What follows belongs to an exercise in optimizing a design on an open flow for small area, a short achievable clock period and few clock cycles; a production flow would make more cautious choices.
Where RTL was checked, it was by simulation tests only, not by an equivalence proof against the original.
Power is estimated from default activity; no workload was simulated.

==> inputs of 12-23 <==
## qsim_top
module qsim_top #(
  parameter int MAX_QUBITS = 3,
  parameter int MAX_GATES  = 4
) (
  input  logic              clk,
  input  logic              reset_n,
  input  logic              dut_valid,
  output logic              dut_ready,
  output logic [7:0]        state_in_addr,
  input  logic [31:0]       state_in_data,    
  output logic [7:0]        gate_addr,
  input  logic [31:0]       gate_data,        
  output logic              state_out_en,
  output logic [7:0]        state_out_addr,
  output logic [31:0]       state_out_data    
);
==> module qsim_gate_engine, before the edit <==
module qsim_gate_engine (
  input  logic        clk,
  input  logic [31:0] gate_data,
  input  logic [31:0] state_in_data,
  input  logic        op_mem,     
  input  logic        op_st,      
  input  logic        cap_tap,    
  input  logic [31:0] tap,
  input  logic        cap_sum,    
  input  logic [31:0] next_r,     
  input  logic [31:0] next_s,
  input  logic        sel_r,      
  input  logic        sel_s,      
  output logic [31:0] sum,
  output logic [31:0] op
);
  logic [7:0] one_na, two_na, neg_a, one_nb, two_nb, neg_b;
  logic [7:0] one_a, two_a, one_b, two_b;
  logic [31:0] st_n, op_n;
  function automatic logic [23:0] booth(input logic [15:0] x);
    logic [16:0] xe;
    logic [7:0]  one, two, neg;
    xe = {x, 1'b0};
    for (int k = 0; k < 8; k++) begin
      one[k] = xe[2*k+1] ^ xe[2*k];
      two[k] = (xe[2*k+2] & ~xe[2*k+1] & ~xe[2*k]) | (~xe[2*k+2] & xe[2*k+1] & xe[2*k]);
      neg[k] = xe[2*k+2];
    end
    booth = {one, two, neg};
  endfunction
  always_ff @(posedge clk) begin
    {one_na, two_na, neg_a} <= booth(gate_data[31:16]) ^ {16'hffff, 8'h00};
    {one_nb, two_nb, neg_b} <= booth(gate_data[15:0]) ^ {16'hffff, 8'h00};
    if (op_mem)     op_n <= ~state_in_data;
    else if (op_st) op_n <= st_n;
    if (cap_sum)      st_n <= ~sum;
    else if (cap_tap) st_n <= ~tap;
  end
  assign one_a = ~one_na;
  assign two_a = ~two_na;
  assign one_b = ~one_nb;
  assign two_b = ~two_nb;
  assign op    = ~op_n;
  logic [31:0] acc;
  logic [28:0] a0_re, a1_re, a2_re, a0_im, a1_im, a2_im;
  assign acc = ({32{sel_r}} & next_r) | ({32{sel_s}} & next_s);
  qsim_mac_tree u_re (
    .one_a(one_a), .two_a(two_a), .neg_a(neg_a),
    .one_b(one_b), .two_b(two_b), .neg_b(neg_b),
    .x1(op[31:16]), .x2(op[15:0]), .negb(1'b1), .acc(acc[31:16]),
    .r0(a0_re), .r1(a1_re), .r2(a2_re)
  );
  qsim_mac_tree u_im (
    .one_a(one_a), .two_a(two_a), .neg_a(neg_a),
    .one_b(one_b), .two_b(two_b), .neg_b(neg_b),
    .x1(op[15:0]), .x2(op[31:16]), .negb(1'b0), .acc(acc[15:0]),
    .r0(a0_im), .r1(a1_im), .r2(a2_im)
  );
  logic [28:0] q0_re, q1_re, q2_re, q0_im, q1_im, q2_im;
  always_ff @(posedge clk) begin
    {q0_re, q1_re, q2_re} <= {a0_re, a1_re, a2_re};
    {q0_im, q1_im, q2_im} <= {a0_im, a1_im, a2_im};
  end
  function automatic logic [15:0] resolve(input logic [28:0] x, input logic [28:0] y,
                                          input logic [28:0] z);
    logic [28:0] t, u;
    logic [13:0] lo;
    logic [16:0] r;
    t  = x ^ y ^ z;
    u  = (x & y) | (x & z) | (y & z);    
    lo = {1'b0, t[12:0]} + {1'b0, u[11:0], 1'b0};
    r  = {t[28:13], 1'b1} + {u[27:12], lo[13]};
    resolve = r[16:1];
  endfunction
  assign sum[31:16] = resolve(q0_re, q1_re, q2_re);
  assign sum[15:0]  = resolve(q0_im, q1_im, q2_im);
endmodule
export LEC_CHECK = 0
export ABC_AREA = 1
export CAP_MARGIN = 20
export CORE_MARGIN = 2
export CORE_UTILIZATION = 40
export CTS_BUF_LIST = sky130_fd_sc_hd__clkbuf_16
export CTS_CLUSTER_DIAMETER = 70
export CTS_CLUSTER_SIZE = 30
export SLEW_MARGIN = 20
create_clock -name core_clock -period 11.0 [get_ports {clk}]
standard.sh (not shown) runs the stock make flow with config.mk's settings and CLKGATE_MAP_FILE= SYNTH_SCRIPT=/design/flow/synth_recipe.tcl, a recipe that flattens the netlist after the stock synthesis.
==> flow/flow/run.sh <==
#!/bin/bash
# The standard layout with two changes to how it is made (the SDC, the
# standard synthesis and its registers are unchanged):
#  - after synthesis, fapol.py removes inverters between full adders by
#    flipping adders (a full adder is self-dual) and swapping xor/xnor;
#  - repair_timing aims at a setup margin below the design's period.
set -euo pipefail
R=orfs/results/sky130hd/qsim_top/base
bash standard.sh synth > flow_synth.log 2>&1
python3 flow/fapol.py $R/1_2_yosys.v $R/1_2_yosys.fapol.v > flow_fapol.log 2>&1
cp $R/1_2_yosys.v $R/1_2_yosys.orig.v
cp $R/1_2_yosys.fapol.v $R/1_2_yosys.v
rm -f $R/1_synth.odb $R/1_synth.sdc
bash standard.sh SETUP_SLACK_MARGIN=7 finish > flow_make.log 2>&1
==> flow/flow/fapol.py <==
#!/usr/bin/env python3
"""Remove inverters around full adders in a mapped sky130hd netlist.

A full adder is self-dual: complementing its three inputs complements both
outputs. Each fa cell (and each xor2/xnor2, by swapping the two) may be
flipped; the pass chooses flips that need the fewest inverters, then
rewrites the netlist with one inverter per signal whose complement is
still used. Registers, ports and every other cell are left as they are.
usage: fapol.py in.v out.v"""
import re, sys, random

src = open(sys.argv[1]).read()
cell_re = re.compile(r'^  (sky130_fd_sc_hd__\w+) (\S+)\s+\((.*?)\n  \);\n', re.S | re.M)
pin_re = re.compile(r'\.(\w+)\(([^()]*)\)')

cells = []
for m in cell_re.finditer(src):
    typ, name, body = m.group(1), m.group(2), m.group(3)
    pins = [(p, n.strip()) for p, n in pin_re.findall(body)]
    cells.append({'typ': typ, 'name': name, 'pins': pins, 'span': m.span()})

OUTPINS = {'X', 'Y', 'Q', 'Q_N', 'COUT', 'SUM', 'HI', 'LO'}
def is_inv(c): return re.match(r'sky130_fd_sc_hd__(clk)?inv_\d+$', c['typ'])
def is_fa(c): return c['typ'].startswith('sky130_fd_sc_hd__fa_')
def is_xor(c): return re.match(r'sky130_fd_sc_hd__x(n)?or2_\d+$', c['typ'])

# module ports
hdr = src[:src.index(');') + 2]
portnames = set()
for m in re.finditer(r'^\s*(input|output|inout)\s+(\[[^\]]*\]\s*)?(\S+?);', src, re.M):
    portnames.add(m.group(3))
def is_port(net):
    base = net.split('[')[0].strip()
    return base in portnames or net in portnames

driver = {}
for c in cells:
    for p, n in c['pins']:
        if p in OUTPINS:
            driver[n] = (c, p)

# inverters that may be collapsed: output not a port
inv_of = {}
for c in cells:
    if is_inv(c):
        d = dict(c['pins'])
        if not is_port(d['Y']) and d['A'] and not d['A'].startswith("1'"):
            inv_of[d['Y']] = d['A']

def base(net):
    p = 0
    seen = 0
    while net in inv_of and seen < 50:
        net = inv_of[net]; p ^= 1; seen += 1
    return net, p

flip_cells = [c for c in cells if is_fa(c) or is_xor(c)]
for c in flip_cells: c['f'] = 0
# driver cell of each base net that can flip
def drv_flip(b):
    d = driver.get(b)
    if d and 'f' in d[0]:
        return d[0]
    return None

# loads: list of (cell, pin, base, pol); skip collapsed inverters
loads = {}
kept = [c for c in cells if not (is_inv(c) and dict(c['pins'])['Y'] in inv_of)]
for c in kept:
    for p, n in c['pins']:
        if p in OUTPINS: continue
        if not n or n.startswith("1'") : continue
        b, pol = base(n)
        loads.setdefault(b, []).append((c, p, pol))
# ports driven by nets (output ports are loads too): handled via inverters kept.
# also nets that are output ports directly and driven by a collapsed inverter can't occur.

def need(b, c, pin, pol):
    """1 if this load needs the complement of b's physical value."""
    if is_xor(c):
        return 0
    d = drv_flip(b)
    fd = d['f'] if d else 0
    g = c['f'] if (is_fa(c) and 'f' in c) else 0
    return fd ^ pol ^ g

def cost_of(b):
    for c, pin, pol in loads.get(b, []):
        if need(b, c, pin, pol):
            return 1
    return 0

# bases touched by a flip of cell c
def touched(c):
    s = set()
    for p, n in c['pins']:
        if p in OUTPINS:
            s.add(n)
        elif is_fa(c) and n and not n.startswith("1'"):
            s.add(base(n)[0])
    return s

allb = set(loads)
total = sum(cost_of(b) for b in allb)
pass
improved = True
rounds = 0
while improved and rounds < 30:
    improved = False
    rounds += 1
    order = list(flip_cells)
    random.Random(rounds).shuffle(order)
    for c in order:
        t = touched(c)
        before = sum(cost_of(b) for b in t)
        c['f'] ^= 1
        after = sum(cost_of(b) for b in t)
        if after < before:
            total += after - before
            improved = True
        else:
            c['f'] ^= 1
pass

# rewrite
newinv = {}
def comp(b):
    if b not in newinv:
        newinv[b] = f"_fapol_{len(newinv)}_"
    return newinv[b]

out_cells = {}
for c in kept:
    typ = c['typ']
    if is_xor(c):
        par = c['f']
        for p, n in c['pins']:
            if p in OUTPINS or not n or n.startswith("1'"):
                continue
            b, pol = base(n)
            d = drv_flip(b)
            par ^= pol ^ (d['f'] if d else 0)
        if par:
            typ = typ.replace('xnor2', 'XOR2').replace('xor2', 'xnor2').replace('XOR2', 'xor2')
    pins = []
    for p, n in c['pins']:
        if p in OUTPINS or not n or n.startswith("1'"):
            pins.append((p, n)); continue
        b, pol = base(n)
        pins.append((p, comp(b) if need(b, c, p, pol) else b))
    if typ != c['typ']:
        ren = {'X': 'Y'} if 'xnor2' in typ else {'Y': 'X'}
        pins = [(ren.get(p, p), n) for p, n in pins]
    out_cells[id(c)] = (typ, pins)

def fmt(typ, name, pins):
    s = f"  {typ} {name}{' ' if name.startswith(chr(92)) else ''} (\n"
    s += ",\n".join(f"    .{p}({n}{' ' if n.startswith(chr(92)) else ''})" for p, n in pins)
    return s + "\n  );\n"

parts = []
pos = 0
for c in cells:
    a, e = c['span']
    parts.append(src[pos:a])
    if id(c) in out_cells:
        typ, pins = out_cells[id(c)]
        parts.append(fmt(typ, c['name'], pins))
    pos = e
tail = src[pos:]
body = "".join(parts)
# declare new wires and add inverters before endmodule
decl = "".join(f"  wire {w};\n" for w in newinv.values())
invs = "".join(fmt("sky130_fd_sc_hd__inv_1", f"_fapolinv_{i}_", [("A", b), ("Y", w)]) for i, (b, w) in enumerate(newinv.items()))
i = body.index(");\n") + 3   # after module header
body = body[:i] + decl + body[i:]
tail = tail.replace("endmodule", invs + "endmodule", 1)
open(sys.argv[2], "w").write(body + tail)
print("inverters after:", sum(1 for c in kept if is_inv(c)) + len(newinv), file=sys.stderr)
bad = [c['name'] for c in flip_cells if any(p in OUTPINS and is_port(n) for p, n in c['pins'])]
print("flippable driving ports:", bad[:5], file=sys.stderr)
nl = [c for c in cells if not any(p in OUTPINS for p,_ in c['pins'])]
print("cells without outputs:", len(nl), set(c['typ'] for c in nl), file=sys.stderr)
==> 09-10 (differences from 12-23) <==
--- a/flow/design.v
+++ b/flow/design.v
@@ -44,6 +44,7 @@
   output logic [31:0] op
 );
   logic [7:0] one_na, two_na, neg_a, one_nb, two_nb, neg_b;
+  logic [7:0] negr_b;   
   logic [7:0] one_a, two_a, one_b, two_b;
   logic [31:0] st_n, op_n;
   function automatic logic [23:0] booth(input logic [15:0] x);
@@ -60,6 +61,7 @@
   always_ff @(posedge clk) begin
     {one_na, two_na, neg_a} <= booth(gate_data[31:16]) ^ {16'hffff, 8'h00};
     {one_nb, two_nb, neg_b} <= booth(gate_data[15:0]) ^ {16'hffff, 8'h00};
+    negr_b <= ~booth(gate_data[15:0]);
     if (op_mem)     op_n <= ~state_in_data;
     else if (op_st) op_n <= st_n;
     if (cap_sum)      st_n <= ~sum;
@@ -75,8 +77,8 @@
   assign acc = ({32{sel_r}} & next_r) | ({32{sel_s}} & next_s);
   qsim_mac_tree u_re (
     .one_a(one_a), .two_a(two_a), .neg_a(neg_a),
-    .one_b(one_b), .two_b(two_b), .neg_b(neg_b),
-    .x1(op[31:16]), .x2(op[15:0]), .negb(1'b1), .acc(acc[31:16]),
+    .one_b(one_b), .two_b(two_b), .neg_b(negr_b),
+    .x1(op[31:16]), .x2(op[15:0]), .negb(1'b0), .acc(acc[31:16]),
     .r0(a0_re), .r1(a1_re), .r2(a2_re)
   );
   qsim_mac_tree u_im (
==> flow/flow/run.sh (replaced) <==
#!/bin/bash
# The standard layout with three changes to how it is made (the SDC, the
# standard synthesis and its registers are unchanged):
#  - after synthesis, fapol.py removes inverters between full adders by
#    flipping adders (a full adder is self-dual) and swapping xor/xnor,
#    chosen by a greedy pass and then simulated annealing;
#  - repair_timing aims at a setup margin below the design's period;
#  - every port still gets its buffer, but a plain buf_2 instead of the
#    delay cell buffer_ports picks by default.
set -euo pipefail
R=orfs/results/sky130hd/qsim_top/base
bash standard.sh synth > flow_synth.log 2>&1
python3 flow/fapol.py $R/1_2_yosys.v $R/1_2_yosys.fapol.v > flow_fapol.log 2>&1
cp $R/1_2_yosys.v $R/1_2_yosys.orig.v
cp $R/1_2_yosys.fapol.v $R/1_2_yosys.v
rm -f $R/1_synth.odb $R/1_synth.sdc
bash standard.sh SETUP_SLACK_MARGIN=7.15 "BUFFER_PORTS_ARGS=-buffer_cell sky130_fd_sc_hd__buf_2" finish > flow_make.log 2>&1
--- a/flow/flow/fapol.py
+++ b/flow/flow/fapol.py
@@ -120,6 +120,31 @@
             improved = True
         else:
             c['f'] ^= 1
+pass
+# simulated annealing from the greedy result; keep the best assignment seen
+import math
+rng = random.Random(12345)
+best = total
+best_f = [c['f'] for c in flip_cells]
+T0, T1, steps = 1.5, 0.05, 300000
+tcache = {id(c): touched(c) for c in flip_cells}
+for k in range(steps):
+    T = T0 * (T1 / T0) ** (k / steps)
+    c = flip_cells[rng.randrange(len(flip_cells))]
+    t = tcache[id(c)]
+    before = sum(cost_of(b) for b in t)
+    c['f'] ^= 1
+    after = sum(cost_of(b) for b in t)
+    dlt = after - before
+    if dlt <= 0 or rng.random() < math.exp(-dlt / T):
+        total += dlt
+        if total < best:
+            best = total
+            best_f = [x['f'] for x in flip_cells]
+    else:
+        c['f'] ^= 1
+for x, f in zip(flip_cells, best_f):
+    x['f'] = f
 pass
 
 # rewrite
==> 07-18 (differences from 12-23) <==
--- a/flow/design.v
+++ b/flow/design.v
@@ -43,9 +43,8 @@
   output logic [31:0] sum,
   output logic [31:0] op
 );
-  logic [7:0] one_na, two_na, neg_a, one_nb, two_nb, neg_b;
-  logic [7:0] one_a, two_a, one_b, two_b;
-  logic [31:0] st_n, op_n;
+  logic [7:0] one_a, two_a, neg_a, one_b, two_b, neg_b;
+  logic [31:0] st;
   function automatic logic [23:0] booth(input logic [15:0] x);
     logic [16:0] xe;
     logic [7:0]  one, two, neg;
@@ -58,18 +57,13 @@
     booth = {one, two, neg};
   endfunction
   always_ff @(posedge clk) begin
-    {one_na, two_na, neg_a} <= booth(gate_data[31:16]) ^ {16'hffff, 8'h00};
-    {one_nb, two_nb, neg_b} <= booth(gate_data[15:0]) ^ {16'hffff, 8'h00};
-    if (op_mem)     op_n <= ~state_in_data;
-    else if (op_st) op_n <= st_n;
-    if (cap_sum)      st_n <= ~sum;
-    else if (cap_tap) st_n <= ~tap;
+    {one_a, two_a, neg_a} <= booth(gate_data[31:16]);
+    {one_b, two_b, neg_b} <= booth(gate_data[15:0]);
+    if (op_mem)     op <= state_in_data;
+    else if (op_st) op <= st;
+    if (cap_sum)      st <= sum;
+    else if (cap_tap) st <= tap;
   end
-  assign one_a = ~one_na;
-  assign two_a = ~two_na;
-  assign one_b = ~one_nb;
-  assign two_b = ~two_nb;
-  assign op    = ~op_n;
   logic [31:0] acc;
   logic [28:0] a0_re, a1_re, a2_re, a0_im, a1_im, a2_im;
   assign acc = ({32{sel_r}} & next_r) | ({32{sel_s}} & next_s);
- CORE_UTILIZATION: 40 -> 55
- CTS_BUF_LIST: sky130_fd_sc_hd__clkbuf_16 -> not set
- CTS_CLUSTER_DIAMETER: 70 -> not set
- CTS_CLUSTER_SIZE: 30 -> not set
==> 02-17 (differences from 12-23) <==
--- a/flow/design.v
+++ b/flow/design.v
@@ -44,6 +44,7 @@
   output logic [31:0] op
 );
   logic [7:0] one_na, two_na, neg_a, one_nb, two_nb, neg_b;
+  logic [7:0] negr_b;   
   logic [7:0] one_a, two_a, one_b, two_b;
   logic [31:0] st_n, op_n;
   function automatic logic [23:0] booth(input logic [15:0] x);
@@ -60,6 +61,7 @@
   always_ff @(posedge clk) begin
     {one_na, two_na, neg_a} <= booth(gate_data[31:16]) ^ {16'hffff, 8'h00};
     {one_nb, two_nb, neg_b} <= booth(gate_data[15:0]) ^ {16'hffff, 8'h00};
+    negr_b <= ~booth(gate_data[15:0]);
     if (op_mem)     op_n <= ~state_in_data;
     else if (op_st) op_n <= st_n;
     if (cap_sum)      st_n <= ~sum;
@@ -75,8 +77,8 @@
   assign acc = ({32{sel_r}} & next_r) | ({32{sel_s}} & next_s);
   qsim_mac_tree u_re (
     .one_a(one_a), .two_a(two_a), .neg_a(neg_a),
-    .one_b(one_b), .two_b(two_b), .neg_b(neg_b),
-    .x1(op[31:16]), .x2(op[15:0]), .negb(1'b1), .acc(acc[31:16]),
+    .one_b(one_b), .two_b(two_b), .neg_b(negr_b),
+    .x1(op[31:16]), .x2(op[15:0]), .negb(1'b0), .acc(acc[31:16]),
     .r0(a0_re), .r1(a1_re), .r2(a2_re)
   );
   qsim_mac_tree u_im (
==> flow/flow/run.sh (replaced) <==
#!/bin/bash
# The standard layout with three changes to how it is made (the SDC, the
# standard synthesis and its registers are unchanged):
#  - after synthesis, fapol.py removes inverters between full adders by
#    flipping adders (a full adder is self-dual) and swapping xor/xnor,
#    chosen by a greedy pass and then simulated annealing;
#  - repair_timing aims at a setup margin below the design's period;
#  - every port still gets its buffer, but a plain buf_2 instead of the
#    delay cell buffer_ports picks by default.
set -euo pipefail
R=orfs/results/sky130hd/qsim_top/base
bash standard.sh synth > flow_synth.log 2>&1
python3 flow/fapol.py $R/1_2_yosys.v $R/1_2_yosys.fapol.v > flow_fapol.log 2>&1
cp $R/1_2_yosys.v $R/1_2_yosys.orig.v
cp $R/1_2_yosys.fapol.v $R/1_2_yosys.v
rm -f $R/1_synth.odb $R/1_synth.sdc
bash standard.sh SETUP_SLACK_MARGIN=7.15 "BUFFER_PORTS_ARGS=-buffer_cell sky130_fd_sc_hd__buf_2" finish > flow_make.log 2>&1
--- a/flow/flow/fapol.py
+++ b/flow/flow/fapol.py
@@ -120,6 +120,31 @@
             improved = True
         else:
             c['f'] ^= 1
+pass
+# simulated annealing from the greedy result; keep the best assignment seen
+import math
+rng = random.Random(12345)
+best = total
+best_f = [c['f'] for c in flip_cells]
+T0, T1, steps = 1.5, 0.05, 300000
+tcache = {id(c): touched(c) for c in flip_cells}
+for k in range(steps):
+    T = T0 * (T1 / T0) ** (k / steps)
+    c = flip_cells[rng.randrange(len(flip_cells))]
+    t = tcache[id(c)]
+    before = sum(cost_of(b) for b in t)
+    c['f'] ^= 1
+    after = sum(cost_of(b) for b in t)
+    dlt = after - before
+    if dlt <= 0 or rng.random() < math.exp(-dlt / T):
+        total += dlt
+        if total < best:
+            best = total
+            best_f = [x['f'] for x in flip_cells]
+    else:
+        c['f'] ^= 1
+for x, f in zip(flip_cells, best_f):
+    x['f'] = f
 pass
 
 # rewrite
- CORE_UTILIZATION: 40 -> 45
==> notes.md <==
| metric | 12-23 | 07-18 | 09-10 | 02-17 |
|---|---|---|---|---|
| Outcome | complete, no violations | complete, no violations | complete, no violations | complete, no violations |
| FF+latch count | 899 | 899 | 907 | 907 |
| H-tree level count | 2 | 3 | 2 | 2 |
| Effective utilization at floorplan | 0.403 | 0.557 | 0.404 | 0.454 |
| M1 wire length | 60000 um | 60300 um | 58900 um | 59000 um |
| GP Congestion | 0.910 | 0.960 | 0.892 | 0.911 |
| Vias in the first global route | 36011 | 35717 | 34810 | 34279 |
| DRT Wirelength | 150000 um | 152000 um | 141000 um | 142000 um |
| Multi-input logic area | 26200 um^2 | 26100 um^2 | 26000 um^2 | 26100 um^2 |
| Non-clock buffer count | 240 | 290 | 244 | 269 |
| Worst slack after detailed placement | 6700 ps | 6420 ps | 6400 ps | 6460 ps |
| Sw Ratio | 0.470 | 0.441 | 0.456 | 0.455 |
| Clock group total power | 0.00249 W | 0.00327 W | 0.00257 W | 0.00269 W |
| Area growth from synthesis to layout | 11.1% | 13.6% | 10.4% | 11.2% |
| DPL Wire Length | 96200 um | 101000 um | 93300 um | 92900 um |
| DR vias | 35241 | 35768 | 34293 | 34470 |
| Multi-input logic cell count | 3152 | 3081 | 3133 | 3133 |
| Worst max-slew margin expressed relative to the limit | 0.195 | 0.276 | 0.235 | 0.232 |
| Min Tclk post-route | 3920 ps | 3980 ps | 3820 ps | 3800 ps |
| Pwr/cell area | 319 nW/um^2 | 316 nW/um^2 | 315 nW/um^2 | 321 nW/um^2 |
| Sequential portion of the cell area | 0.354 | 0.346 | 0.364 | 0.362 |
| CP max stage cell | clkdlybuf4s50_1 | xor2_1 | fa_1 | fa_1 |
| Number of instances resized during post-cts repair | 26 | 55 | 27 | 41 |
| Final Cycle Share | 0.356 | 0.362 | 0.347 | 0.346 |
Testbench counts of 12-23, summed over its fixed seeds: cycles 46,660.
Testbench counts of 09-10, summed over its fixed seeds: cycles 46,660.
Testbench counts of 02-17, summed over its fixed seeds: cycles 46,660.
For 07-18, only the layout was checked, not whether the RTL still works.

-- what the ideal ports hide --
In the flow no input, the clock included, has a driving cell. The finished layouts below were timed again as built, in two steps.
Step 1 (the two cells are an assumption about what drives the block):
set clk [get_ports {clk}]
set_driving_cell -lib_cell sky130_fd_sc_hd__clkbuf_16 $clk
set_driving_cell -lib_cell sky130_fd_sc_hd__buf_2 [delete_from_list [all_inputs] $clk]
Step 2 times the ports against the registers' clock, not the clock port: input delays grow and output delays shrink by t, the midpoint of the rising clock arrivals with the driver on.
Three values: no drivers, after step 1, after step 2; two values: the first two.
run | t (ns) | setup slack, ns | worst hold slack (ns) | cell pins on the clock port's net
12-23 | 0.763 | 7.079 / 7.001 / 6.947 | 0.304 / 0.304 / 0.304 | 1
09-10 | 0.778 | 7.180 / 7.180 / 6.973 | 0.311 / 0.311 / 0.311 | 1
07-18 | 0.750 | 7.022 / 7.016 / 6.719 | 0.309 / 0.309 / 0.309 | 1
02-17 | 0.770 | 7.198 / 7.198 / 6.867 | 0.322 / 0.322 / 0.322 | 1
After both steps setup and hold are still met in every run listed. For 02-17, which loses most, drivers alone change the setup slack by 0.000 ns; drivers and shift together by -0.331 ns.
